This design comes from an exercise in tuning for small area, a short achievable clock period and few clock cycles per item on the open sky130 flow, not from production work.
The RTL was checked by simulation tests, not by an equivalence proof against the original design.

==> flow/design.v (outline; a module is shown in full before it is edited, if it fits) <==
// module lfo_div: 38 lines
// module lfo_mac3: 175 lines
// module lfo_mac2: 305 lines
// module lfo_mac1: 548 lines
// module lfo_wave_generator: 376 lines
module lfo_wave_generator #(
  parameter int MAX_PERIOD = lfo_pkg::MaxPeriodDef,
  parameter int LEVEL_BITS = lfo_pkg::LevelBitsDef
) (
  input  logic                        clk_i,
  input  logic                        rst_ni,
  input  logic                        cfg_we_i,
  input  logic [0:0]                  cfg_idx_i,
  input  logic [12:0]                 cfg_data_i,
  input  logic                        in_valid_i,
  output logic                        in_ready_o,
  input  logic                        restart_i,
  output logic                        out_valid_o,
  input  logic                        out_ready_i,
  output logic [LEVEL_BITS-1:0]       level_o,
  output logic [$clog2(MAX_PERIOD)-1:0] position_o
);
  // ...
==> flow/run.sh <==
#!/bin/bash
# synth_recipe.tcl (not shown) runs the flow's synth.tcl, then flattens the netlist and writes it again
# the make line also repeats each setting of config.mk as NAME=value (left out here)
make -C /OpenROAD-flow-scripts/flow DESIGN_CONFIG=/design/flow/config.mk WORK_HOME=/design/flow/orfs CLKGATE_MAP_FILE= SYNTH_SCRIPT=/design/flow/synth_recipe.tcl finish
==> flow/config.mk <==
export PLATFORM = sky130hd
export DESIGN_NAME = lfo_wave_generator
export DESIGN_NICKNAME = lfo_wave_generator
export VERILOG_FILES = /design/flow/design.v
export SDC_FILE = /design/flow/constraint.sdc
export NUM_CORES = 4
export LEC_CHECK = 0
export CAP_MARGIN = 20
export CORE_MARGIN = 2
export CORE_UTILIZATION = 40
export SETUP_SLACK_MARGIN = 5
export SLEW_MARGIN = 20
==> flow/constraint.sdc <==
create_clock -name core_clock -period 11.0 [get_ports {clk_i}]
set_input_delay 2.2000 -clock core_clock [delete_from_list [all_inputs] [get_ports {clk_i}]]
set_output_delay 2.2000 -clock core_clock [all_outputs]
set_load 0.01 [all_outputs]
==> results.yml, run 1 <==
timing:
  fmax_mhz: 146
  fin_skew_ns: 0.0511
  finalCritPeriodShare_pct: 62.4
  setup_ws_ns: 4.14
finish:
  top_register: "sl_acc_q"
  numSequentialCells: 562
  signal_buffers: 836
  stdcell_count: 10821
  inverters: 624
synth:
  synth_cell_types: 94
  synth.area.top_cells: "edfxtp_1, ha_1, fa_1"
  synth_edf_count: 482
  synth_area_sq_um: 67900
  synth-compound-area-share_pct: 22.3
  ys_seq_area_share_pct: 24.0
floorplan:
  die_y_microns: 416
  die_area_sq_um: 173000
  initial_core_util_pct: 40.2
  rows: 151
worst_setup_path:
  cp.depth: 28
  crit_start: "ti_q[9]$_SDFFCE_PN0P_"
  r2r_end: "w2_q[15]$_DFFE_PP_"
  endpoint: "w2_q[15]$_DFFE_PP_"
  crit_buf_inv: 5
status:
  status: "finished clean"
placed_design:
  pre_cts_ws_ns: 2.54
  dp_cells: 10047
grt:
  met1_usage_pct: 35.7
  grt_pass1_vias: 63294
Testbench counts, summed over its fixed seeds: cycles 2,989, items 1,818.
==> module lfo_mac1, before the edit <==
module lfo_mac1 (
  input logic [23:0] a,
  input logic [23:0] b,
  input logic [30:0] k,
  input logic f,
  output logic [53:22] y
);
  logic [24:0] bx;
  assign bx = {{1{b[23]}}, b, 1'b0};
  logic [24:0] p0;
  logic n0;
  logic g0;
  always_comb begin
    g0 = (bx[2] ^ f ^ 1'b1) & (bx[2:0] != 3'b000) & (bx[2:0] != 3'b111);
    case (bx[2:0])
      3'b001, 3'b010, 3'b101, 3'b110: p0 = {a[23], a};
      3'b011, 3'b100:                 p0 = {a, 1'b0};
      default:                        p0 = '0;
    endcase
    if (g0) p0 = ~p0;
    n0 = g0;
  end
  logic [24:0] p1;
  logic n1;
  logic g1;
  always_comb begin
    g1 = (bx[4] ^ f ^ 1'b1) & (bx[4:2] != 3'b000) & (bx[4:2] != 3'b111);
    case (bx[4:2])
      3'b001, 3'b010, 3'b101, 3'b110: p1 = {a[23], a};
      3'b011, 3'b100:                 p1 = {a, 1'b0};
      default:                        p1 = '0;
    endcase
    if (g1) p1 = ~p1;
    n1 = g1;
  end
  logic [24:0] p2;
  logic n2;
  logic g2;
  always_comb begin
    g2 = (bx[6] ^ f ^ 1'b1) & (bx[6:4] != 3'b000) & (bx[6:4] != 3'b111);
    case (bx[6:4])
      3'b001, 3'b010, 3'b101, 3'b110: p2 = {a[23], a};
      3'b011, 3'b100:                 p2 = {a, 1'b0};
      default:                        p2 = '0;
    endcase
    if (g2) p2 = ~p2;
    n2 = g2;
  end
  logic [24:0] p3;
  logic n3;
  logic g3;
  always_comb begin
    g3 = (bx[8] ^ f ^ 1'b1) & (bx[8:6] != 3'b000) & (bx[8:6] != 3'b111);
    case (bx[8:6])
      3'b001, 3'b010, 3'b101, 3'b110: p3 = {a[23], a};
      3'b011, 3'b100:                 p3 = {a, 1'b0};
      default:                        p3 = '0;
    endcase
    if (g3) p3 = ~p3;
    n3 = g3;
  end
  logic [24:0] p4;
  logic n4;
  logic g4;
  always_comb begin
    g4 = (bx[10] ^ f ^ 1'b1) & (bx[10:8] != 3'b000) & (bx[10:8] != 3'b111);
    case (bx[10:8])
      3'b001, 3'b010, 3'b101, 3'b110: p4 = {a[23], a};
      3'b011, 3'b100:                 p4 = {a, 1'b0};
      default:                        p4 = '0;
    endcase
    if (g4) p4 = ~p4;
    n4 = g4;
  end
  logic [24:0] p5;
  logic n5;
  logic g5;
  always_comb begin
    g5 = (bx[12] ^ f ^ 1'b1) & (bx[12:10] != 3'b000) & (bx[12:10] != 3'b111);
    case (bx[12:10])
      3'b001, 3'b010, 3'b101, 3'b110: p5 = {a[23], a};
      3'b011, 3'b100:                 p5 = {a, 1'b0};
      default:                        p5 = '0;
    endcase
    if (g5) p5 = ~p5;
    n5 = g5;
  end
  logic [24:0] p6;
  logic n6;
  logic g6;
  always_comb begin
    g6 = (bx[14] ^ f ^ 1'b1) & (bx[14:12] != 3'b000) & (bx[14:12] != 3'b111);
    case (bx[14:12])
      3'b001, 3'b010, 3'b101, 3'b110: p6 = {a[23], a};
      3'b011, 3'b100:                 p6 = {a, 1'b0};
      default:                        p6 = '0;
    endcase
    if (g6) p6 = ~p6;
    n6 = g6;
  end
  logic [24:0] p7;
  logic n7;
  logic g7;
  always_comb begin
    g7 = (bx[16] ^ f ^ 1'b1) & (bx[16:14] != 3'b000) & (bx[16:14] != 3'b111);
    case (bx[16:14])
      3'b001, 3'b010, 3'b101, 3'b110: p7 = {a[23], a};
      3'b011, 3'b100:                 p7 = {a, 1'b0};
      default:                        p7 = '0;
    endcase
    if (g7) p7 = ~p7;
    n7 = g7;
  end
  logic [24:0] p8;
  logic n8;
  logic g8;
  always_comb begin
    g8 = (bx[18] ^ f ^ 1'b1) & (bx[18:16] != 3'b000) & (bx[18:16] != 3'b111);
    case (bx[18:16])
      3'b001, 3'b010, 3'b101, 3'b110: p8 = {a[23], a};
      3'b011, 3'b100:                 p8 = {a, 1'b0};
      default:                        p8 = '0;
    endcase
    if (g8) p8 = ~p8;
    n8 = g8;
  end
  logic [24:0] p9;
  logic n9;
  logic g9;
  always_comb begin
    g9 = (bx[20] ^ f ^ 1'b1) & (bx[20:18] != 3'b000) & (bx[20:18] != 3'b111);
    case (bx[20:18])
      3'b001, 3'b010, 3'b101, 3'b110: p9 = {a[23], a};
      3'b011, 3'b100:                 p9 = {a, 1'b0};
      default:                        p9 = '0;
    endcase
    if (g9) p9 = ~p9;
    n9 = g9;
  end
  logic [24:0] p10;
  logic n10;
  logic g10;
  always_comb begin
    g10 = (bx[22] ^ f ^ 1'b1) & (bx[22:20] != 3'b000) & (bx[22:20] != 3'b111);
    case (bx[22:20])
      3'b001, 3'b010, 3'b101, 3'b110: p10 = {a[23], a};
      3'b011, 3'b100:                 p10 = {a, 1'b0};
      default:                        p10 = '0;
    endcase
    if (g10) p10 = ~p10;
    n10 = g10;
  end
  logic [24:0] p11;
  logic n11;
  logic g11;
  always_comb begin
    g11 = (bx[24] ^ f ^ 1'b1) & (bx[24:22] != 3'b000) & (bx[24:22] != 3'b111);
    case (bx[24:22])
      3'b001, 3'b010, 3'b101, 3'b110: p11 = {a[23], a};
      3'b011, 3'b100:                 p11 = {a, 1'b0};
      default:                        p11 = '0;
    endcase
    if (g11) p11 = ~p11;
    n11 = g11;
  end
  logic t1, t2, t3, t4, t5, t6, t7, t8, t9, t10, t11, t12, t13, t14, t15, t16, t17, t18, t19, t20, t21, t22, t23, t24, t25, t26, t27, t28, t29, t30, t31, t32, t33, t34, t35, t36, t37, t38, t39, t40, t41, t42, t43, t44, t45, t46, t47, t48, t49, t50, t51, t52, t53, t54, t55, t56, t57, t58, t59, t60, t61, t62, t63, t64, t65, t66, t67, t68, t69, t70, t71, t72, t73, t74, t75, t76, t77, t78, t79, t80, t81, t82, t83, t84, t85, t86, t87, t88, t89, t90, t91, t92, t93, t94, t95, t96, t97, t98, t99, t100, t101, t102, t103, t104, t105, t106, t107, t108, t109, t110, t111, t112, t113, t114, t115, t116, t117, t118, t119, t120, t121, t122, t123, t124, t125, t126, t127, t128, t129, t130, t131, t132, t133, t134, t135, t136, t137, t138, t139, t140, t141, t142, t143, t144, t145, t146, t147, t148, t149, t150, t151, t152, t153, t154, t155, t156, t157, t158, t159, t160, t161, t162, t163, t164, t165, t166, t167, t168, t169, t170, t171, t172, t173, t174, t175, t176, t177, t178, t179, t180, t181, t182, t183, t184, t185, t186, t187, t188, t189, t190, t191, t192, t193, t194, t195, t196, t197, t198, t199, t200, t201, t202, t203, t204, t205, t206, t207, t208, t209, t210, t211, t212, t213, t214, t215, t216, t217, t218, t219, t220, t221, t222, t223, t224, t225, t226, t227, t228, t229, t230, t231, t232, t233, t234, t235, t236, t237, t238, t239, t240, t241, t242, t243, t244, t245, t246, t247, t248, t249, t250, t251, t252, t253, t254, t255, t256, t257, t258, t259, t260, t261, t262, t263, t264, t265, t266, t267, t268, t269, t270, t271, t272, t273, t274, t275, t276, t277, t278, t279, t280, t281, t282, t283, t284, t285, t286, t287, t288, t289, t290, t291, t292, t293, t294, t295, t296, t297, t298, t299, t300, t301, t302, t303, t304, t305, t306, t307, t308, t309, t310, t311, t312, t313, t314, t315, t316, t317, t318, t319, t320, t321, t322, t323, t324, t325, t326, t327, t328, t329, t330, t331, t332, t333, t334, t335, t336, t337, t338, t339, t340, t341, t342, t343, t344, t345, t346, t347, t348, t349, t350, t351, t352, t353, t354, t355, t356, t357, t358, t359, t360, t361, t362, t363, t364, t365, t366, t367, t368, t369, t370, t371, t372, t373, t374, t375, t376;
  assign t1 = p0[22] ^ p1[20] ^ p2[18];
  assign t2 = (p0[22] & p1[20]) | (p0[22] & p2[18]) | (p1[20] & p2[18]);
  assign t3 = p0[23] ^ p1[21] ^ p2[19];
  assign t4 = (p0[23] & p1[21]) | (p0[23] & p2[19]) | (p1[21] & p2[19]);
  assign t5 = ~p0[24] ^ p1[22] ^ p2[20];
  assign t6 = (~p0[24] & p1[22]) | (~p0[24] & p2[20]) | (p1[22] & p2[20]);
  assign t7 = p1[23] ^ p2[21];
  assign t8 = p1[23] & p2[21];
  assign t9 = p0[21] ^ p1[19] ^ p2[17];
  assign t10 = (p0[21] & p1[19]) | (p0[21] & p2[17]) | (p1[19] & p2[17]);
  assign t11 = p3[16] ^ p4[14] ^ p5[12];
  assign t12 = (p3[16] & p4[14]) | (p3[16] & p5[12]) | (p4[14] & p5[12]);
  assign t13 = p6[10] ^ p7[8] ^ p8[6];
  assign t14 = (p6[10] & p7[8]) | (p6[10] & p8[6]) | (p7[8] & p8[6]);
  assign t15 = p9[4] ^ p10[2];
  assign t16 = p9[4] & p10[2];
  assign t17 = p3[17] ^ p4[15] ^ p5[13];
  assign t18 = (p3[17] & p4[15]) | (p3[17] & p5[13]) | (p4[15] & p5[13]);
  assign t19 = p6[11] ^ p7[9] ^ p8[7];
  assign t20 = (p6[11] & p7[9]) | (p6[11] & p8[7]) | (p7[9] & p8[7]);
  assign t21 = p9[5] ^ p10[3] ^ p11[1];
  assign t22 = (p9[5] & p10[3]) | (p9[5] & p11[1]) | (p10[3] & p11[1]);
  assign t23 = (k[1] ^ f) ^ 1'b1;
  assign t24 = (k[1] ^ f) & 1'b1;
  assign t25 = p3[18] ^ p4[16] ^ p5[14];
  assign t26 = (p3[18] & p4[16]) | (p3[18] & p5[14]) | (p4[16] & p5[14]);
  assign t27 = p6[12] ^ p7[10] ^ p8[8];
  assign t28 = (p6[12] & p7[10]) | (p6[12] & p8[8]) | (p7[10] & p8[8]);
  assign t29 = p9[6] ^ p10[4] ^ p11[2];
  assign t30 = (p9[6] & p10[4]) | (p9[6] & p11[2]) | (p10[4] & p11[2]);
  assign t31 = (k[2] ^ f) ^ 1'b1 ^ t4;
  assign t32 = ((k[2] ^ f) & 1'b1) | ((k[2] ^ f) & t4) | (1'b1 & t4);
  assign t33 = p3[19] ^ p4[17] ^ p5[15];
  assign t34 = (p3[19] & p4[17]) | (p3[19] & p5[15]) | (p4[17] & p5[15]);
  assign t35 = p6[13] ^ p7[11] ^ p8[9];
  assign t36 = (p6[13] & p7[11]) | (p6[13] & p8[9]) | (p7[11] & p8[9]);
  assign t37 = p9[7] ^ p10[5] ^ p11[3];
  assign t38 = (p9[7] & p10[5]) | (p9[7] & p11[3]) | (p10[5] & p11[3]);
  assign t39 = (k[3] ^ f) ^ 1'b1 ^ t6;
  assign t40 = ((k[3] ^ f) & 1'b1) | ((k[3] ^ f) & t6) | (1'b1 & t6);
  assign t41 = ~p1[24] ^ p2[22] ^ p3[20];
  assign t42 = (~p1[24] & p2[22]) | (~p1[24] & p3[20]) | (p2[22] & p3[20]);
  assign t43 = p4[18] ^ p5[16] ^ p6[14];
  assign t44 = (p4[18] & p5[16]) | (p4[18] & p6[14]) | (p5[16] & p6[14]);
  assign t45 = p7[12] ^ p8[10] ^ p9[8];
  assign t46 = (p7[12] & p8[10]) | (p7[12] & p9[8]) | (p8[10] & p9[8]);
  assign t47 = p10[6] ^ p11[4] ^ (k[4] ^ f);
  assign t48 = (p10[6] & p11[4]) | (p10[6] & (k[4] ^ f)) | (p11[4] & (k[4] ^ f));
  assign t49 = p2[23] ^ p3[21] ^ p4[19];
  assign t50 = (p2[23] & p3[21]) | (p2[23] & p4[19]) | (p3[21] & p4[19]);
  assign t51 = p5[17] ^ p6[15] ^ p7[13];
  assign t52 = (p5[17] & p6[15]) | (p5[17] & p7[13]) | (p6[15] & p7[13]);
  assign t53 = p8[11] ^ p9[9] ^ p10[7];
  assign t54 = (p8[11] & p9[9]) | (p8[11] & p10[7]) | (p9[9] & p10[7]);
  assign t55 = p11[5] ^ (k[5] ^ f);
  assign t56 = p11[5] & (k[5] ^ f);
  assign t57 = ~p2[24] ^ p3[22] ^ p4[20];
  assign t58 = (~p2[24] & p3[22]) | (~p2[24] & p4[20]) | (p3[22] & p4[20]);
  assign t59 = p5[18] ^ p6[16] ^ p7[14];
  assign t60 = (p5[18] & p6[16]) | (p5[18] & p7[14]) | (p6[16] & p7[14]);
  assign t61 = p8[12] ^ p9[10] ^ p10[8];
  assign t62 = (p8[12] & p9[10]) | (p8[12] & p10[8]) | (p9[10] & p10[8]);
  assign t63 = p3[23] ^ p4[21] ^ p5[19];
  assign t64 = (p3[23] & p4[21]) | (p3[23] & p5[19]) | (p4[21] & p5[19]);
  assign t65 = p6[17] ^ p7[15] ^ p8[13];
  assign t66 = (p6[17] & p7[15]) | (p6[17] & p8[13]) | (p7[15] & p8[13]);
  assign t67 = p9[11] ^ p10[9];
  assign t68 = p9[11] & p10[9];
  assign t69 = ~p3[24] ^ p4[22] ^ p5[20];
  assign t70 = (~p3[24] & p4[22]) | (~p3[24] & p5[20]) | (p4[22] & p5[20]);
  assign t71 = p6[18] ^ p7[16] ^ p8[14];
  assign t72 = (p6[18] & p7[16]) | (p6[18] & p8[14]) | (p7[16] & p8[14]);
  assign t73 = p4[23] ^ p5[21] ^ p6[19];
  assign t74 = (p4[23] & p5[21]) | (p4[23] & p6[19]) | (p5[21] & p6[19]);
  assign t75 = p7[17] ^ p8[15];
  assign t76 = p7[17] & p8[15];
  assign t77 = ~p4[24] ^ p5[22] ^ p6[20];
  assign t78 = (~p4[24] & p5[22]) | (~p4[24] & p6[20]) | (p5[22] & p6[20]);
  assign t79 = p5[23] ^ p6[21];
  assign t80 = p5[23] & p6[21];
  assign t81 = p3[15] ^ p4[13] ^ p5[11];
  assign t82 = (p3[15] & p4[13]) | (p3[15] & p5[11]) | (p4[13] & p5[11]);
  assign t83 = p6[9] ^ p7[7];
  assign t84 = p6[9] & p7[7];
  assign t85 = p11[0] ^ n11 ^ (k[0] ^ f);
  assign t86 = (p11[0] & n11) | (p11[0] & (k[0] ^ f)) | (n11 & (k[0] ^ f));
  assign t87 = f ^ t1 ^ t10;
  assign t88 = (f & t1) | (f & t10) | (t1 & t10);
  assign t89 = t11 ^ t13;
  assign t90 = t11 & t13;
  assign t91 = t2 ^ t3 ^ t12;
  assign t92 = (t2 & t3) | (t2 & t12) | (t3 & t12);
  assign t93 = t14 ^ t16 ^ t17;
  assign t94 = (t14 & t16) | (t14 & t17) | (t16 & t17);
  assign t95 = t19 ^ t21 ^ t23;
  assign t96 = (t19 & t21) | (t19 & t23) | (t21 & t23);
  assign t97 = t5 ^ t18 ^ t20;
  assign t98 = (t5 & t18) | (t5 & t20) | (t18 & t20);
  assign t99 = t22 ^ t24 ^ t25;
  assign t100 = (t22 & t24) | (t22 & t25) | (t24 & t25);
  assign t101 = t27 ^ t29 ^ t31;
  assign t102 = (t27 & t29) | (t27 & t31) | (t29 & t31);
  assign t103 = t7 ^ t26 ^ t28;
  assign t104 = (t7 & t26) | (t7 & t28) | (t26 & t28);
  assign t105 = t30 ^ t32 ^ t33;
  assign t106 = (t30 & t32) | (t30 & t33) | (t32 & t33);
  assign t107 = t35 ^ t37 ^ t39;
  assign t108 = (t35 & t37) | (t35 & t39) | (t37 & t39);
  assign t109 = t8 ^ t34 ^ t36;
  assign t110 = (t8 & t34) | (t8 & t36) | (t34 & t36);
  assign t111 = t38 ^ t40 ^ t41;
  assign t112 = (t38 & t40) | (t38 & t41) | (t40 & t41);
  assign t113 = t43 ^ t45 ^ t47;
  assign t114 = (t43 & t45) | (t43 & t47) | (t45 & t47);
  assign t115 = 1'b1 ^ t42 ^ t44;
  assign t116 = (1'b1 & t42) | (1'b1 & t44) | (t42 & t44);
  assign t117 = t46 ^ t48 ^ t49;
  assign t118 = (t46 & t48) | (t46 & t49) | (t48 & t49);
  assign t119 = t51 ^ t53 ^ t55;
  assign t120 = (t51 & t53) | (t51 & t55) | (t53 & t55);
  assign t121 = p11[6] ^ (k[6] ^ f) ^ t50;
  assign t122 = (p11[6] & (k[6] ^ f)) | (p11[6] & t50) | ((k[6] ^ f) & t50);
  assign t123 = t52 ^ t54 ^ t56;
  assign t124 = (t52 & t54) | (t52 & t56) | (t54 & t56);
  assign t125 = t57 ^ t59 ^ t61;
  assign t126 = (t57 & t59) | (t57 & t61) | (t59 & t61);
  assign t127 = p11[7] ^ (k[7] ^ f) ^ 1'b1;
  assign t128 = (p11[7] & (k[7] ^ f)) | (p11[7] & 1'b1) | ((k[7] ^ f) & 1'b1);
  assign t129 = t58 ^ t60 ^ t62;
  assign t130 = (t58 & t60) | (t58 & t62) | (t60 & t62);
  assign t131 = t63 ^ t65 ^ t67;
  assign t132 = (t63 & t65) | (t63 & t67) | (t65 & t67);
  assign t133 = p9[12] ^ p10[10] ^ p11[8];
  assign t134 = (p9[12] & p10[10]) | (p9[12] & p11[8]) | (p10[10] & p11[8]);
  assign t135 = (k[8] ^ f) ^ t64 ^ t66;
  assign t136 = ((k[8] ^ f) & t64) | ((k[8] ^ f) & t66) | (t64 & t66);
  assign t137 = t68 ^ t69 ^ t71;
  assign t138 = (t68 & t69) | (t68 & t71) | (t69 & t71);
  assign t139 = p9[13] ^ p10[11] ^ p11[9];
  assign t140 = (p9[13] & p10[11]) | (p9[13] & p11[9]) | (p10[11] & p11[9]);
  assign t141 = (k[9] ^ f) ^ 1'b1 ^ t70;
  assign t142 = ((k[9] ^ f) & 1'b1) | ((k[9] ^ f) & t70) | (1'b1 & t70);
  assign t143 = t72 ^ t73 ^ t75;
  assign t144 = (t72 & t73) | (t72 & t75) | (t73 & t75);
  assign t145 = p7[18] ^ p8[16] ^ p9[14];
  assign t146 = (p7[18] & p8[16]) | (p7[18] & p9[14]) | (p8[16] & p9[14]);
  assign t147 = p10[12] ^ p11[10] ^ (k[10] ^ f);
  assign t148 = (p10[12] & p11[10]) | (p10[12] & (k[10] ^ f)) | (p11[10] & (k[10] ^ f));
  assign t149 = t74 ^ t76 ^ t77;
  assign t150 = (t74 & t76) | (t74 & t77) | (t76 & t77);
  assign t151 = p7[19] ^ p8[17] ^ p9[15];
  assign t152 = (p7[19] & p8[17]) | (p7[19] & p9[15]) | (p8[17] & p9[15]);
  assign t153 = p10[13] ^ p11[11] ^ (k[11] ^ f);
  assign t154 = (p10[13] & p11[11]) | (p10[13] & (k[11] ^ f)) | (p11[11] & (k[11] ^ f));
  assign t155 = 1'b1 ^ t78 ^ t79;
  assign t156 = (1'b1 & t78) | (1'b1 & t79) | (t78 & t79);
  assign t157 = ~p5[24] ^ p6[22] ^ p7[20];
  assign t158 = (~p5[24] & p6[22]) | (~p5[24] & p7[20]) | (p6[22] & p7[20]);
  assign t159 = p8[18] ^ p9[16] ^ p10[14];
  assign t160 = (p8[18] & p9[16]) | (p8[18] & p10[14]) | (p9[16] & p10[14]);
  assign t161 = p11[12] ^ (k[12] ^ f) ^ t80;
  assign t162 = (p11[12] & (k[12] ^ f)) | (p11[12] & t80) | ((k[12] ^ f) & t80);
  assign t163 = p6[23] ^ p7[21] ^ p8[19];
  assign t164 = (p6[23] & p7[21]) | (p6[23] & p8[19]) | (p7[21] & p8[19]);
  assign t165 = p9[17] ^ p10[15] ^ p11[13];
  assign t166 = (p9[17] & p10[15]) | (p9[17] & p11[13]) | (p10[15] & p11[13]);
  assign t167 = (k[13] ^ f) ^ 1'b1;
  assign t168 = (k[13] ^ f) & 1'b1;
  assign t169 = ~p6[24] ^ p7[22] ^ p8[20];
  assign t170 = (~p6[24] & p7[22]) | (~p6[24] & p8[20]) | (p7[22] & p8[20]);
  assign t171 = p9[18] ^ p10[16] ^ p11[14];
  assign t172 = (p9[18] & p10[16]) | (p9[18] & p11[14]) | (p10[16] & p11[14]);
  assign t173 = p7[23] ^ p8[21] ^ p9[19];
  assign t174 = (p7[23] & p8[21]) | (p7[23] & p9[19]) | (p8[21] & p9[19]);
  assign t175 = ~p7[24] ^ p8[22] ^ p9[20];
  assign t176 = (~p7[24] & p8[22]) | (~p7[24] & p9[20]) | (p8[22] & p9[20]);
  assign t177 = p8[23] ^ p9[21];
  assign t178 = p8[23] & p9[21];
  assign t179 = p8[5] ^ p9[3] ^ p10[1];
  assign t180 = (p8[5] & p9[3]) | (p8[5] & p10[1]) | (p9[3] & p10[1]);
  assign t181 = t15 ^ t82 ^ t84;
  assign t182 = (t15 & t82) | (t15 & t84) | (t82 & t84);
  assign t183 = t85 ^ t87;
  assign t184 = t85 & t87;
  assign t185 = t86 ^ t88 ^ t90;
  assign t186 = (t86 & t88) | (t86 & t90) | (t88 & t90);
  assign t187 = t91 ^ t93 ^ t95;
  assign t188 = (t91 & t93) | (t91 & t95) | (t93 & t95);
  assign t189 = t92 ^ t94 ^ t96;
  assign t190 = (t92 & t94) | (t92 & t96) | (t94 & t96);
  assign t191 = t97 ^ t99 ^ t101;
  assign t192 = (t97 & t99) | (t97 & t101) | (t99 & t101);
  assign t193 = t98 ^ t100 ^ t102;
  assign t194 = (t98 & t100) | (t98 & t102) | (t100 & t102);
  assign t195 = t103 ^ t105 ^ t107;
  assign t196 = (t103 & t105) | (t103 & t107) | (t105 & t107);
  assign t197 = t104 ^ t106 ^ t108;
  assign t198 = (t104 & t106) | (t104 & t108) | (t106 & t108);
  assign t199 = t109 ^ t111 ^ t113;
  assign t200 = (t109 & t111) | (t109 & t113) | (t111 & t113);
  assign t201 = t110 ^ t112 ^ t114;
  assign t202 = (t110 & t112) | (t110 & t114) | (t112 & t114);
  assign t203 = t115 ^ t117 ^ t119;
  assign t204 = (t115 & t117) | (t115 & t119) | (t117 & t119);
  assign t205 = t116 ^ t118 ^ t120;
  assign t206 = (t116 & t118) | (t116 & t120) | (t118 & t120);
  assign t207 = t121 ^ t123 ^ t125;
  assign t208 = (t121 & t123) | (t121 & t125) | (t123 & t125);
  assign t209 = t122 ^ t124 ^ t126;
  assign t210 = (t122 & t124) | (t122 & t126) | (t124 & t126);
  assign t211 = t127 ^ t129 ^ t131;
  assign t212 = (t127 & t129) | (t127 & t131) | (t129 & t131);
  assign t213 = t128 ^ t130 ^ t132;
  assign t214 = (t128 & t130) | (t128 & t132) | (t130 & t132);
  assign t215 = t133 ^ t135 ^ t137;
  assign t216 = (t133 & t135) | (t133 & t137) | (t135 & t137);
  assign t217 = t134 ^ t136 ^ t138;
  assign t218 = (t134 & t136) | (t134 & t138) | (t136 & t138);
  assign t219 = t139 ^ t141 ^ t143;
  assign t220 = (t139 & t141) | (t139 & t143) | (t141 & t143);
  assign t221 = t140 ^ t142 ^ t144;
  assign t222 = (t140 & t142) | (t140 & t144) | (t142 & t144);
  assign t223 = t145 ^ t147 ^ t149;
  assign t224 = (t145 & t147) | (t145 & t149) | (t147 & t149);
  assign t225 = t146 ^ t148 ^ t150;
  assign t226 = (t146 & t148) | (t146 & t150) | (t148 & t150);
  assign t227 = t151 ^ t153 ^ t155;
  assign t228 = (t151 & t153) | (t151 & t155) | (t153 & t155);
  assign t229 = t152 ^ t154 ^ t156;
  assign t230 = (t152 & t154) | (t152 & t156) | (t154 & t156);
  assign t231 = t157 ^ t159 ^ t161;
  assign t232 = (t157 & t159) | (t157 & t161) | (t159 & t161);
  assign t233 = t158 ^ t160 ^ t162;
  assign t234 = (t158 & t160) | (t158 & t162) | (t160 & t162);
  assign t235 = t163 ^ t165 ^ t167;
  assign t236 = (t163 & t165) | (t163 & t167) | (t165 & t167);
  assign t237 = (k[14] ^ f) ^ t164 ^ t166;
  assign t238 = ((k[14] ^ f) & t164) | ((k[14] ^ f) & t166) | (t164 & t166);
  assign t239 = t168 ^ t169 ^ t171;
  assign t240 = (t168 & t169) | (t168 & t171) | (t169 & t171);
  assign t241 = p10[17] ^ p11[15] ^ (k[15] ^ f);
  assign t242 = (p10[17] & p11[15]) | (p10[17] & (k[15] ^ f)) | (p11[15] & (k[15] ^ f));
  assign t243 = t170 ^ t172 ^ t173;
  assign t244 = (t170 & t172) | (t170 & t173) | (t172 & t173);
  assign t245 = p10[18] ^ p11[16] ^ (k[16] ^ f);
  assign t246 = (p10[18] & p11[16]) | (p10[18] & (k[16] ^ f)) | (p11[16] & (k[16] ^ f));
  assign t247 = 1'b1 ^ t174 ^ t175;
  assign t248 = (1'b1 & t174) | (1'b1 & t175) | (t174 & t175);
  assign t249 = p10[19] ^ p11[17] ^ (k[17] ^ f);
  assign t250 = (p10[19] & p11[17]) | (p10[19] & (k[17] ^ f)) | (p11[17] & (k[17] ^ f));
  assign t251 = 1'b1 ^ t176 ^ t177;
  assign t252 = (1'b1 & t176) | (1'b1 & t177) | (t176 & t177);
  assign t253 = ~p8[24] ^ p9[22] ^ p10[20];
  assign t254 = (~p8[24] & p9[22]) | (~p8[24] & p10[20]) | (p9[22] & p10[20]);
  assign t255 = p11[18] ^ (k[18] ^ f) ^ t178;
  assign t256 = (p11[18] & (k[18] ^ f)) | (p11[18] & t178) | ((k[18] ^ f) & t178);
  assign t257 = p9[23] ^ p10[21] ^ p11[19];
  assign t258 = (p9[23] & p10[21]) | (p9[23] & p11[19]) | (p10[21] & p11[19]);
  assign t259 = (k[19] ^ f) ^ 1'b1;
  assign t260 = (k[19] ^ f) & 1'b1;
  assign t261 = ~p9[24] ^ p10[22] ^ p11[20];
  assign t262 = (~p9[24] & p10[22]) | (~p9[24] & p11[20]) | (p10[22] & p11[20]);
  assign t263 = p10[23] ^ p11[21];
  assign t264 = p10[23] & p11[21];
  assign t265 = t9 ^ t81;
  assign t266 = t9 & t81;
  assign t267 = t89 ^ t180 ^ t181;
  assign t268 = (t89 & t180) | (t89 & t181) | (t180 & t181);
  assign t269 = t182 ^ t184 ^ t185;
  assign t270 = (t182 & t184) | (t182 & t185) | (t184 & t185);
  assign t271 = t186 ^ t188 ^ t189;
  assign t272 = (t186 & t188) | (t186 & t189) | (t188 & t189);
  assign t273 = t190 ^ t192 ^ t193;
  assign t274 = (t190 & t192) | (t190 & t193) | (t192 & t193);
  assign t275 = t194 ^ t196 ^ t197;
  assign t276 = (t194 & t196) | (t194 & t197) | (t196 & t197);
  assign t277 = t198 ^ t200 ^ t201;
  assign t278 = (t198 & t200) | (t198 & t201) | (t200 & t201);
  assign t279 = t202 ^ t204 ^ t205;
  assign t280 = (t202 & t204) | (t202 & t205) | (t204 & t205);
  assign t281 = t206 ^ t208 ^ t209;
  assign t282 = (t206 & t208) | (t206 & t209) | (t208 & t209);
  assign t283 = t210 ^ t212 ^ t213;
  assign t284 = (t210 & t212) | (t210 & t213) | (t212 & t213);
  assign t285 = t214 ^ t216 ^ t217;
  assign t286 = (t214 & t216) | (t214 & t217) | (t216 & t217);
  assign t287 = t218 ^ t220 ^ t221;
  assign t288 = (t218 & t220) | (t218 & t221) | (t220 & t221);
  assign t289 = t222 ^ t224 ^ t225;
  assign t290 = (t222 & t224) | (t222 & t225) | (t224 & t225);
  assign t291 = t226 ^ t228 ^ t229;
  assign t292 = (t226 & t228) | (t226 & t229) | (t228 & t229);
  assign t293 = t230 ^ t232 ^ t233;
  assign t294 = (t230 & t232) | (t230 & t233) | (t232 & t233);
  assign t295 = t234 ^ t236 ^ t237;
  assign t296 = (t234 & t236) | (t234 & t237) | (t236 & t237);
  assign t297 = t238 ^ t240 ^ t241;
  assign t298 = (t238 & t240) | (t238 & t241) | (t240 & t241);
  assign t299 = t242 ^ t244 ^ t245;
  assign t300 = (t242 & t244) | (t242 & t245) | (t244 & t245);
  assign t301 = t246 ^ t248 ^ t249;
  assign t302 = (t246 & t248) | (t246 & t249) | (t248 & t249);
  assign t303 = t250 ^ t252 ^ t253;
  assign t304 = (t250 & t252) | (t250 & t253) | (t252 & t253);
  assign t305 = t254 ^ t256 ^ t257;
  assign t306 = (t254 & t256) | (t254 & t257) | (t256 & t257);
  assign t307 = (k[20] ^ f) ^ t258 ^ t260;
  assign t308 = ((k[20] ^ f) & t258) | ((k[20] ^ f) & t260) | (t258 & t260);
  assign t309 = (k[21] ^ f) ^ 1'b1 ^ t262;
  assign t310 = ((k[21] ^ f) & 1'b1) | ((k[21] ^ f) & t262) | (1'b1 & t262);
  assign t311 = ~p10[24] ^ p11[22] ^ (k[22] ^ f);
  assign t312 = (~p10[24] & p11[22]) | (~p10[24] & (k[22] ^ f)) | (p11[22] & (k[22] ^ f));
  assign t313 = p11[23] ^ (k[23] ^ f);
  assign t314 = p11[23] & (k[23] ^ f);
  assign t315 = t83 ^ t179;
  assign t316 = t83 & t179;
  assign t317 = t183 ^ t266 ^ t267;
  assign t318 = (t183 & t266) | (t183 & t267) | (t266 & t267);
  assign t319 = t187 ^ t268 ^ t269;
  assign t320 = (t187 & t268) | (t187 & t269) | (t268 & t269);
  assign t321 = t191 ^ t270 ^ t271;
  assign t322 = (t191 & t270) | (t191 & t271) | (t270 & t271);
  assign t323 = t195 ^ t272 ^ t273;
  assign t324 = (t195 & t272) | (t195 & t273) | (t272 & t273);
  assign t325 = t199 ^ t274 ^ t275;
  assign t326 = (t199 & t274) | (t199 & t275) | (t274 & t275);
  assign t327 = t203 ^ t276 ^ t277;
  assign t328 = (t203 & t276) | (t203 & t277) | (t276 & t277);
  assign t329 = t207 ^ t278 ^ t279;
  assign t330 = (t207 & t278) | (t207 & t279) | (t278 & t279);
  assign t331 = t211 ^ t280 ^ t281;
  assign t332 = (t211 & t280) | (t211 & t281) | (t280 & t281);
  assign t333 = t215 ^ t282 ^ t283;
  assign t334 = (t215 & t282) | (t215 & t283) | (t282 & t283);
  assign t335 = t219 ^ t284 ^ t285;
  assign t336 = (t219 & t284) | (t219 & t285) | (t284 & t285);
  assign t337 = t223 ^ t286 ^ t287;
  assign t338 = (t223 & t286) | (t223 & t287) | (t286 & t287);
  assign t339 = t227 ^ t288 ^ t289;
  assign t340 = (t227 & t288) | (t227 & t289) | (t288 & t289);
  assign t341 = t231 ^ t290 ^ t291;
  assign t342 = (t231 & t290) | (t231 & t291) | (t290 & t291);
  assign t343 = t235 ^ t292 ^ t293;
  assign t344 = (t235 & t292) | (t235 & t293) | (t292 & t293);
  assign t345 = t239 ^ t294 ^ t295;
  assign t346 = (t239 & t294) | (t239 & t295) | (t294 & t295);
  assign t347 = t243 ^ t296 ^ t297;
  assign t348 = (t243 & t296) | (t243 & t297) | (t296 & t297);
  assign t349 = t247 ^ t298 ^ t299;
  assign t350 = (t247 & t298) | (t247 & t299) | (t298 & t299);
  assign t351 = t251 ^ t300 ^ t301;
  assign t352 = (t251 & t300) | (t251 & t301) | (t300 & t301);
  assign t353 = t255 ^ t302 ^ t303;
  assign t354 = (t255 & t302) | (t255 & t303) | (t302 & t303);
  assign t355 = t259 ^ t304 ^ t305;
  assign t356 = (t259 & t304) | (t259 & t305) | (t304 & t305);
  assign t357 = t261 ^ t306 ^ t307;
  assign t358 = (t261 & t306) | (t261 & t307) | (t306 & t307);
  assign t359 = t263 ^ t308 ^ t309;
  assign t360 = (t263 & t308) | (t263 & t309) | (t308 & t309);
  assign t361 = t264 ^ t310 ^ t311;
  assign t362 = (t264 & t310) | (t264 & t311) | (t310 & t311);
  assign t363 = 1'b1 ^ t312 ^ t313;
  assign t364 = (1'b1 & t312) | (1'b1 & t313) | (t312 & t313);
  assign t365 = ~p11[24] ^ (k[24] ^ f) ^ t314;
  assign t366 = (~p11[24] & (k[24] ^ f)) | (~p11[24] & t314) | ((k[24] ^ f) & t314);
  assign t367 = (k[25] ^ f) ^ 1'b1;
  assign t368 = (k[25] ^ f) & 1'b1;
  assign t369 = (k[26] ^ f) ^ 1'b1;
  assign t370 = (k[26] ^ f) & 1'b1;
  assign t371 = (k[27] ^ f) ^ 1'b1;
  assign t372 = (k[27] ^ f) & 1'b1;
  assign t373 = (k[28] ^ f) ^ 1'b1;
  assign t374 = (k[28] ^ f) & 1'b1;
  assign t375 = (k[29] ^ f) ^ 1'b1;
  assign t376 = (k[29] ^ f) & 1'b1;
  logic [54:21] r0, r1, s;
  assign r0 = {f, f, (k[30] ^ f), t374, t372, t370, t368, t366, t364, t362, t360, t358, t356, t354, t352, t350, t348, t346, t344, t342, t340, t338, t336, t334, t332, t330, t328, t326, t324, t322, t320, t318, t316, t265};
  assign r1 = {1'b0, 1'b0, t376, t375, t373, t371, t369, t367, t365, t363, t361, t359, t357, t355, t353, t351, t349, t347, t345, t343, t341, t339, t337, t335, t333, t331, t329, t327, t325, t323, t321, t319, t317, t315};
  assign s = r0 + r1;
  assign y = s[53:22];
endmodule
==> run 2: changes to the inputs <==
--- a/flow/design.v
+++ b/flow/design.v
@@ -843,17 +843,18 @@
   assign s = r0 + r1;
   assign y = s[38:15];
 endmodule
 module lfo_mac1 (
   input logic [23:0] a,
   input logic [23:0] b,
   input logic [30:0] k,
   input logic f,
-  output logic [53:22] y
+  output logic [54:21] y0,
+  output logic [54:21] y1
 );
   logic [24:0] bx;
   assign bx = {{1{b[23]}}, b, 1'b0};
   logic [24:0] p0;
   logic n0;
   logic g0;
   always_comb begin
     g0 = (bx[2] ^ f ^ 1'b1) & (bx[2:0] != 3'b000) & (bx[2:0] != 3'b111);
@@ -1383,18 +1384,18 @@
   assign t372 = (k[27] ^ f) & 1'b1;
   assign t373 = (k[28] ^ f) ^ 1'b1;
   assign t374 = (k[28] ^ f) & 1'b1;
   assign t375 = (k[29] ^ f) ^ 1'b1;
   assign t376 = (k[29] ^ f) & 1'b1;
   logic [54:21] r0, r1, s;
   assign r0 = {f, f, (k[30] ^ f), t374, t372, t370, t368, t366, t364, t362, t360, t358, t356, t354, t352, t350, t348, t346, t344, t342, t340, t338, t336, t334, t332, t330, t328, t326, t324, t322, t320, t318, t316, t265};
   assign r1 = {1'b0, 1'b0, t376, t375, t373, t371, t369, t367, t365, t363, t361, t359, t357, t355, t353, t351, t349, t347, t345, t343, t341, t339, t337, t335, t333, t331, t329, t327, t325, t323, t321, t319, t317, t315};
-  assign s = r0 + r1;
-  assign y = s[53:22];
+  assign y0 = r0;
+  assign y1 = r1;
 endmodule
 `timescale 1ns / 1ps
 module lfo_wave_generator #(
   parameter int MAX_PERIOD = lfo_pkg::MaxPeriodDef,
   parameter int LEVEL_BITS = lfo_pkg::LevelBitsDef
 ) (
   input  logic                        clk_i,
   input  logic                        rst_ni,
@@ -1437,30 +1438,27 @@
   assign pos_ge  = {1'b0, pos_q} >= per_q;
   assign pos_p1  = {1'b0, pos_q} + 13'd1;
   assign nx_pos  = (pos_p1 >= per_q) ? 12'd0 : pos_p1[11:0];
   assign nx_zero = (per_q == 13'd1) ? 12'd0 : 12'd1;
   assign rs_eff  = restart_i | pos_ge;
   assign tick_i  = rs_eff ? 12'd0 : pos_q;
   logic        tv_q;
   logic [11:0] ti_q;
-  logic        tinit_q;
-  logic [12:0] tp_q;
-  logic        tw_q;
-  logic        launch, t_start, t_go, adv;
+  logic        launch, t_go, adv;
   assign in_ready_o = !tv_q | t_go;
   assign take       = in_valid_i & in_ready_o;
   always_ff @(posedge clk_i or negedge rst_ni) begin
     if (!rst_ni) begin
       pos_q   <= '0;
       dirty_q <= 1'b1;
     end else begin
       if (take) pos_q <= rs_eff ? nx_zero : nx_pos;
       if (cfg_we_i) dirty_q <= 1'b1;
-      else if (take || launch) dirty_q <= 1'b0;
+      else if (launch) dirty_q <= 1'b0;
     end
   end
   logic [31:0] acc_q, inc_q;
   logic [11:0] rem_q, rinc_q;
   logic [12:0] pd_q;              
   logic        md_q;              
   logic [12:0] den_q;             
   logic [14:0] den3_q;
@@ -1469,19 +1467,19 @@
   logic [11:0] hd;
   assign hd = pd_q[12:1];
   logic [11:0] src_i, ht, mt, hmt;
   logic [12:0] src_p, den0;
   logic        src_w;
   logic [11:0] remA0, remB0;
   logic [31:0] numA0, numB0;
   always_comb begin
-    src_i = launch ? (pos_ge ? 12'd0 : pos_q) : ti_q;
-    src_p = launch ? per_q : tp_q;
-    src_w = launch ? wave_q : tw_q;
+    src_i = pos_ge ? 12'd0 : pos_q;
+    src_p = per_q;
+    src_w = wave_q;
     ht    = src_p[12:1];
     mt    = (src_i <= ht) ? src_i : 12'((ht << 1) - src_i);
     hmt   = ht - mt;
     if (!src_w) begin
       remA0 = src_i;
       numA0 = {20'd0, ht};
       remB0 = 12'd1;
       numB0 = '0;
@@ -1526,48 +1524,37 @@
     incx   = tri_up ? ~inc_q : inc_q;
     cin    = tri_up ? !bw : cy;
     sum0   = a_sel + incx;
     sum1   = a_sel + incx + 32'd1;
     acc_n  = cin ? sum1 : sum0;
     if (tri_up) rem_n = bw ? d_sub2[11:0] : d_sub[11:0];
     else rem_n = cy ? d_add[11:0] : s_add[11:0];
   end
-  assign launch  = dirty_q & !tv_q;
-  assign t_start = tv_q & tinit_q & !div_busy_q;
-  assign t_go    = tv_q & !tinit_q & !div_busy_q & adv;
+  assign launch  = dirty_q & (!tv_q | t_go);
+  assign t_go    = tv_q & !div_busy_q & adv;
   always_ff @(posedge clk_i or negedge rst_ni) begin
     if (!rst_ni) begin
       tv_q       <= 1'b0;
-      tinit_q    <= 1'b0;
       div_busy_q <= 1'b0;
       div_cnt_q  <= '0;
     end else begin
-      if (!tv_q || t_go) begin
-        tv_q    <= take;
-        tinit_q <= dirty_q & !launch;
-      end else if (t_start) begin
-        tinit_q <= 1'b0;
-      end
-      if (t_start || launch) begin
+      if (!tv_q || t_go) tv_q <= take;
+      if (launch) begin
         div_busy_q <= 1'b1;
         div_cnt_q  <= src_w ? 3'd3 : 3'd7;
       end else if (div_busy_q) begin
         div_cnt_q <= div_cnt_q - 3'd1;
         if (div_cnt_q == 3'd0) div_busy_q <= 1'b0;
       end
     end
   end
   always_ff @(posedge clk_i) begin
-    if (!tv_q || t_go) begin
-      ti_q <= tick_i;
-      tp_q <= per_q;
-      tw_q <= wave_q;
-    end
-    if (t_start || launch) begin
+    if (!tv_q || t_go) ti_q <= tick_i;
+    if (launch) begin
       pd_q   <= src_p;
       md_q   <= src_w;
       den_q  <= den0;
       den3_q <= {2'b0, den0} + {1'b0, den0, 1'b0};
       acc_q  <= numA0;
       rem_q  <= remA0;
       inc_q  <= numB0;
       rinc_q <= remB0;
@@ -1576,137 +1563,149 @@
       rem_q  <= remA1;
       inc_q  <= numB1;
       rinc_q <= remB1;
     end else if (t_go) begin
       acc_q <= acc_n;
       rem_q <= rem_n;
     end
   end
-  logic        v2_q, v3_q, v4_q;
-  logic        m2_q, m3_q, m4_q;
-  logic [11:0] i2_q, i3_q, i4_q;
+  logic        v1_q, v2_q, v3_q, v4_q;
+  logic        m1_q, m2_q, m3_q, m4_q;
+  logic        z1_q, z2_q, z3_q, z4_q;   
+  logic [31:0] x1_q;
+  logic [7:0]  k3_q;
+  logic [15:0] k2_q;
   logic [22:0] k1_q;
   logic [30:0] k0_q;
   logic [1:0]  q2_q, q3_q, q4_q;
   logic        f3_q;              
   logic [29:0] u2_q, u3_q;
   logic [16:0] w2_q;
   logic [23:0] w1_q;
-  logic [31:0] c4_q;               
+  logic [54:21] ca4_q, cb4_q;     
+  logic [5:0]  j0, j2, j3;
   logic [29:0] up1;
   logic [23:0] bv1, bv2, bv3;
-  logic [5:0]  j2, j3;
   logic [16:0] w2_n;
   logic [23:0] w1_n;
-  logic [31:0] c_n;
-  assign up1 = a_sel[30] ? ~a_sel[29:0] : a_sel[29:0];
+  logic [54:21] ca_n, cb_n;
+  assign j0  = a_sel[30] ? ~a_sel[29:24] : a_sel[29:24];
+  assign up1 = x1_q[30] ? ~x1_q[29:0] : x1_q[29:0];
   assign bv1 = {~up1[23], up1[22:0]};
   assign bv2 = {~u2_q[23], u2_q[22:0]};
   assign bv3 = {~u3_q[23], u3_q[22:0]};
   assign j2  = u2_q[29:24] ^ {6{q2_q[0]}};
   assign j3  = u3_q[29:24] ^ {6{q3_q[0]}};
-  lfo_mac3 u_mac3 (.a({1'b0, lfo_pkg::rom_q3(up1[29:24])}), .b(bv1[23:13]),
-                   .k(lfo_pkg::rom_q2(up1[29:24])), .y(w2_n));
+  lfo_mac3 u_mac3 (.a({1'b0, k3_q}), .b(bv1[23:13]), .k(k2_q), .y(w2_n));
   lfo_mac2 u_mac2 (.a(w2_q), .b(bv2[23:8]), .k(k1_q), .y(w1_n));
-  lfo_mac1 u_mac1 (.a(w1_q), .b(bv3), .k(k0_q), .f(f3_q), .y(c_n));
+  lfo_mac1 u_mac1 (.a(w1_q), .b(bv3), .k(k0_q), .f(f3_q), .y0(ca_n), .y1(cb_n));
+  logic [54:21] c4s;
+  logic [31:0] v4;
   logic [15:0] r4;
   logic        amb4;
   logic        slow_done_q;
   logic [32:0] sl_b_q;            
   logic [15:0] lvl4;
   logic        slow_stall, push;
   logic        o0v_q;
   logic [15:0] o0l_q;
   logic [11:0] o0p_q;
   always_comb begin
-    r4   = c4_q[15:0];
+    c4s  = ca4_q + cb4_q;
+    v4   = c4s[53:22];
+    r4   = v4[15:0];
     amb4 = (r4 <= 16'(lfo_pkg::AmbLo)) || (r4 >= 16'(lfo_pkg::AmbHi));
-    lvl4 = (m4_q || slow_done_q) ? sl_b_q[15:0] : c4_q[31:16];
+    lvl4 = (m4_q || slow_done_q) ? sl_b_q[15:0] : v4[31:16];
   end
   assign slow_stall = v4_q & !m4_q & amb4 & !slow_done_q;
   assign adv        = (!o0v_q | out_ready_i) & !slow_stall;
   assign push       = v4_q & adv;
   always_ff @(posedge clk_i or negedge rst_ni) begin
     if (!rst_ni) begin
+      v1_q <= 1'b0;
       v2_q <= 1'b0;
       v3_q <= 1'b0;
       v4_q <= 1'b0;
     end else if (adv) begin
-      v2_q <= t_go;
+      v1_q <= t_go;
+      v2_q <= v1_q;
       v3_q <= v2_q;
       v4_q <= v3_q;
     end
   end
   always_ff @(posedge clk_i) begin
     if (adv) begin
-      m2_q <= md_q;
-      i2_q <= ti_q;
-      q2_q <= a_sel[31:30];
-      u2_q <= md_q ? {14'd0, a_sel[15:0]} : {a_sel[29:24], up1[23:0]};
+      m1_q <= md_q;
+      z1_q <= (ti_q == 12'd0);
+      x1_q <= a_sel;
+      k3_q <= lfo_pkg::rom_q3(j0);
+      k2_q <= lfo_pkg::rom_q2(j0);
+      m2_q <= m1_q;
+      z2_q <= z1_q;
+      q2_q <= x1_q[31:30];
+      u2_q <= m1_q ? {14'd0, x1_q[15:0]} : {x1_q[29:24], up1[23:0]};
       w2_q <= w2_n;
       k1_q <= lfo_pkg::rom_q1(up1[29:24]);
       m3_q <= m2_q;
-      i3_q <= i2_q;
+      z3_q <= z2_q;
       q3_q <= q2_q;
       f3_q <= q2_q[1] ^ q2_q[0];
       u3_q <= u2_q;
       w1_q <= w1_n;
       k0_q <= lfo_pkg::rom_q0(j2);
       m4_q <= m3_q;
-      i4_q <= i3_q;
+      z4_q <= z3_q;
       q4_q <= q3_q;
-      c4_q <= c_n;
+      ca4_q <= ca_n;
+      cb4_q <= cb_n;
     end
   end
   always_ff @(posedge clk_i or negedge rst_ni) begin
     if (!rst_ni) begin
       o0v_q <= 1'b0;
     end else if (!o0v_q || out_ready_i) begin
       o0v_q <= push;
     end
   end
   always_ff @(posedge clk_i) begin
     if (adv) begin
       o0l_q <= lvl4;
-      o0p_q <= i4_q;
+      if (push) o0p_q <= z4_q ? 12'd0 : o0p_q + 12'd1;
     end
   end
   assign out_valid_o = o0v_q;
   assign level_o     = o0l_q;
   assign position_o  = o0p_q;
   logic [2:0]  sl_ph_q;           
   logic [4:0]  sl_cnt_q;
   logic [3:0]  sl_k_q;
   logic [31:0] sl_a_q;
   logic [33:0] sl_acc_q;
   logic [33:0] sl_aop;
-  logic [35:0] sl_a3, sl_pp, sl_sum;
+  logic [35:0] sl_p1, sl_p2, sl_cs, sl_cc, sl_sum;
   logic [30:0] sl_term, sl_t, sl_u;
   logic [31:0] sl_v;
   logic [5:0]  sl_sh;
   logic [32:0] sl_rc;
   always_comb begin
     sl_u  = {1'b0, j3, u3_q[23:0]} + {30'd0, q3_q[0]};
     sl_rc = lfo_pkg::horner_recip((sl_ph_q == 3'd4) ? sl_k_q : 4'd0);
     sl_sh = lfo_pkg::horner_shift(sl_ph_q[2] | (sl_ph_q == 3'd3) ? sl_k_q : 4'd0);
     case (sl_ph_q)
       3'd1:    sl_aop = {1'b0, lfo_pkg::TwoPi};
       3'd2:    sl_aop = {sl_a_q[31:0], 2'b0};
       3'd3:    sl_aop = {sl_a_q[31:0], 2'b0};
       default: sl_aop = sl_sh[0] ? {sl_rc, 1'b0} : {1'b0, sl_rc};
     endcase
-    sl_a3 = {2'b0, sl_aop} + {1'b0, sl_aop, 1'b0};
-    case (sl_b_q[1:0])
-      2'd0:    sl_pp = '0;
-      2'd1:    sl_pp = {2'b0, sl_aop};
-      2'd2:    sl_pp = {1'b0, sl_aop, 1'b0};
-      default: sl_pp = sl_a3;
-    endcase
-    sl_sum  = {2'b0, sl_acc_q} + sl_pp;
+    sl_p1  = sl_b_q[0] ? {2'b0, sl_aop} : 36'd0;
+    sl_p2  = sl_b_q[1] ? {1'b0, sl_aop, 1'b0} : 36'd0;
+    sl_cs  = {2'b0, sl_acc_q} ^ sl_p1 ^ sl_p2;
+    sl_cc  = ({2'b0, sl_acc_q} & sl_p1) | ({2'b0, sl_acc_q} & sl_p2) | (sl_p1 & sl_p2);
+    sl_sum = sl_cs + {sl_cc[34:0], 1'b0};
     sl_term = (sl_acc_q > 34'(One)) ? One : sl_acc_q[30:0];
     sl_t    = One - sl_term;
     sl_v    = ((q4_q[1] ^ q4_q[0]) ? {1'b0, sl_term} : ~{1'b0, sl_term})
               + ((q4_q[1] ^ q4_q[0]) ? 32'h0000_8000 : 32'h8000_8001);
   end
   always_ff @(posedge clk_i or negedge rst_ni) begin
     if (!rst_ni) begin
       sl_ph_q     <= 3'd0;
==> results.yml, run 2 <==
worst_setup_path:
  reg2reg_depth: 34
  reg2reg_slack_ns: 5.02
  crit_arrival_ns: 4.38
  worstSetupEndpointType: "primary output"
  reg2reg_from: "pos_q[7]$_DFFE_PN0P_"
  r2r_end: "rem_q[10]$_DFFE_PP_"
  setup.worst_path.class: "reg -> out"
  cp_max_fo: 5
  worstPathRequired_ns: 8.80
  start_kind: "flop"
synth:
  synthAdderAreaFrac_pct: 20.0
  avgSynthCellArea_sq_um: 8.55
  synth-async-reset-ratio_pct: 6.77
  synth_top_area_cell: "edfxtp_1"
  synth_warnings: 5
  ys.flop_type: "edfxtp_1"
  synth_area_sq_um: 67900
  synth.most_common_cell: "nand2_1"
  ys_ff_latch: 606
  syn_nets: 8840
  synth.top_cells.by_count: "nand2_1, inv_1, nor2_1"
  synth_top_family_by_area: "compound AO/OA/AOI/OAI gates"
  synth_edf_count: 526
  synth-compound-area-share_pct: 21.4
  ys_seq_area_share_pct: 25.9
  synth_cells: 7938
  synthSimpleGateAreaFrac_pct: 14.9
  synth_mux_area_share_pct: 1.15
  synth.area.top_cells: "edfxtp_1, ha_1, fa_1"
  synth_cell_types: 109
  synth_xor_area_share_pct: 9.96
  synth_top_area_share_pct: 23.3
finish:
  multi_input_area_sq_um: 47500
  final_common_cell: "nand2_1"
  syn2layout_area_growth_pct: 13.3
  nets: 8856
  largest_register_ffs: 34
  final_cell_mix: "nand2_1, inv_1, nor2_1"
  seq_area_sq_um: 17600
  final_area_sq_um: 76900
  top_register: "sl_acc_q"
  stdcell_count: 10240
  largestRegisters: "sl_acc_q: 34 flops, sl_b_q: 33 flops"
  final_core_util_pct: 45.5
  fillers: 16251
  drive_gt1_share_pct: 10.6
floorplan:
  initial_core_util_pct: 40.2
  die_width_microns: 416
  die_y_microns: 416
  coreArea_sq_um: 169000
  ios: 50
  die_area_sq_um: 173000
  rows: 151
clock_tree:
  clkTransAtPathRegs_ns: 0.06
  cts-root-buf: "clkbuf_16"
  cts_tree: "done"
  clk_path_buf_depth: 3
  clock_latency_ns: 0.71
  clock-sinks: 606
  h-tree-depth: 3
  numCtsBuffers: 80
placed_design:
  place_area_sq_um: 70500
  dp_cells: 9845
  pre_cts_ws_ns: 3.81
  place_congestion: 1.02
  hpwlAfterDp_mm: 170
  numPortBuffers: 49
routing:
  wl_per_cell_microns: 22.8
  dr.pass1.iters: 6
  vias: 61015
  drt-total-wl_mm: 233
  post_drt_via_cell_ratio: 5.96
  drc: 0
  drt_iter0_drc: 6390
  ant_nets: 0
grt:
  grt_max_degree: 139
  grt_pass1_vias: 58567
  grt_antenna_before_repair: 5
  grt_pass1_wl_mm: 353
  track_usage_pct: 26.0
  gr-total-overflow: 0
timing:
  tightest_slew_ns: 1.14
  fin_crit_ns: 6.58
  slew_headroom_pct: 24.1
  setup_ws_ns: 4.42
  hold_viol_final: 0
  rsz0062_at_grt: "yes"
  fmax_mhz: 152
  fin_skew_ns: 0.0742
  tns_ns: 0
  finalMaxSlewViolations: 0
  setup_violations: 0
  finalCritPeriodShare_pct: 59.9
hold_path:
  hp-start: "u2_q[7]$_DFFE_PP_"
  hold_class: "reg -> reg"
  hold_path_end: "u3_q[7]$_DFFE_PP_"
  holdPathStages: 0
status:
  status: "finished clean"
run:
  maxCapViolCount: 0
-- run 2: cell types whose count changed in the layout (fill, tap and decap cells not counted), sizes merged, moves of 51 or more --
cell | before | now
a221oi | 121 | 70
a22oi | 119 | 187
buf | 764 | 348
inv | 618 | 711
mux2i | 102 | 49
nand2 | 656 | 713
nor2 | 761 | 668
-- run 2: worst max path at each step --
| stage | startpoint | end | cells past startpoint |
|---|---|---|---|
| 2_1_floorplan | u2_q[15]$_DFFE_PP_ | w1_q[23]$_DFFE_PP_ | 24 |
| 6_report | ca4_q[21]$_DFFE_PP_ | in_ready_o | 14 |
| 3_3_place_gp | u2_q[19]$_SDFFCE_PP0P_ | w1_q[23]$_DFFE_PP_ | 23 |
| 5_1_grt | ca4_q[21]$_DFFE_PP_ | in_ready_o | 14 |
| 4_1_cts | cb4_q[0]$_DFFE_PP_ | in_ready_o | 14 |
| 3_5_place_dp | u2_q[19]$_SDFFCE_PP0P_ | w1_q[23]$_DFFE_PP_ | 23 |
-- run 2: cell type report --
class / count / area share [%]
flip-flops and latches: 606 / 22.9
clock buffers: 88 / 2.65
repair buffers: 399 / 4.47
well taps: 2218 / 3.61
inverters: 718 / 3.59
multi-input cells: 6149 / 61.7
clock inverters: 60 / 1.03
diodes: 2 / 0.00651
-- run 2: logic make-up (layout without fill, tap and decap cells) --
kind of cell             Yosys count  after routing
flip-flops                       606            606
buffers and inverters           1186           1265
adder cells (fa/ha/maj)          883            883
other                              0              2
XOR/XNOR                         772            772
AND/OR/NAND/NOR                 2204           2206
AO/OA/AOI/OAI                   2215           2216
multiplexers                      72             72
-- run 2: critical path, cell delays in order, from the launching register on --
cell and delay (ns):
edfxtp_1 0.39, and2_4 0.16, fa_2 0.37, a21oi_4 0.15
o21ai_4 0.08, o211ai_1 0.37, a21oi_2 0.15, xor2_2 0.27
or4b_4 0.48, nand4bb_1 0.21, o32ai_2 0.36, buf_6 0.25
o31ai_4 0.11, buf_12 0.18, buf_8 0.12
-- run 2: layer usage --
| metal | wire [microns] | global-route usage, % | part of all wire [%] | vias up |
|---|---|---|---|---|
| li1 | - | - | - | 28228 |
| met1 | 96100 | 33.8 | 41 | 29606 |
| met2 | 108000 | 42.3 | 46 | 2622 |
| met3 | 16300 | 3.86 | 7.0 | 555 |
| met4 | 13200 | 12.7 | 5.6 | 4 |
| met5 | 27 | 0 | 0.012 | - |
-- run 2: repair_timing --
| action | CTS | global route |
|---|---|---|
| setup buffers | 124 | 111 |
| pin swaps | 33 | 99 |
| gates resized for setup | 183 | 236 |
| hold buffers | 0 | 0 |
| cloned | 4 | 6 |
| hold endpoints to repair | 0 | 0 |
| setup endpoints to repair | 325 | 174 |
-- run 2: through the flow --
step                hold WS, ns
floorplan                 0.400
detailed placement        0.408
global route              0.428
finish                    0.418
CTS                       0.418
global placement          0.403
Testbench counts of run 2, summed over its fixed seeds: cycles 2,997, items 1,818.

-- separate check: timing with driven ports --
The flow's constraints put no driver on any port. The routed layouts listed below were extracted and timed again, unchanged, in two steps.
Step 1, drivers: a clkbuf_16 drives clk_i and a buf_2 each remaining input, both assumed.
Step 2 adds t to the input delays and takes it off the output delays; t is the mean of the earliest and latest rising clock arrival at the registers after step 1. Input paths then give back, and output paths get back, about the clock's delay inside the block.
Three values: ideal ports, drivers, drivers and shift; two values: the first two.
run	t (ns)	setup WS [ns]	cell pins on the clock port's net
run 1	0.768	4.137 / 4.137 / 4.137	1
run 2	0.762	4.415 / 4.330 / 5.022	1
After both steps setup and hold are still met in every run listed.
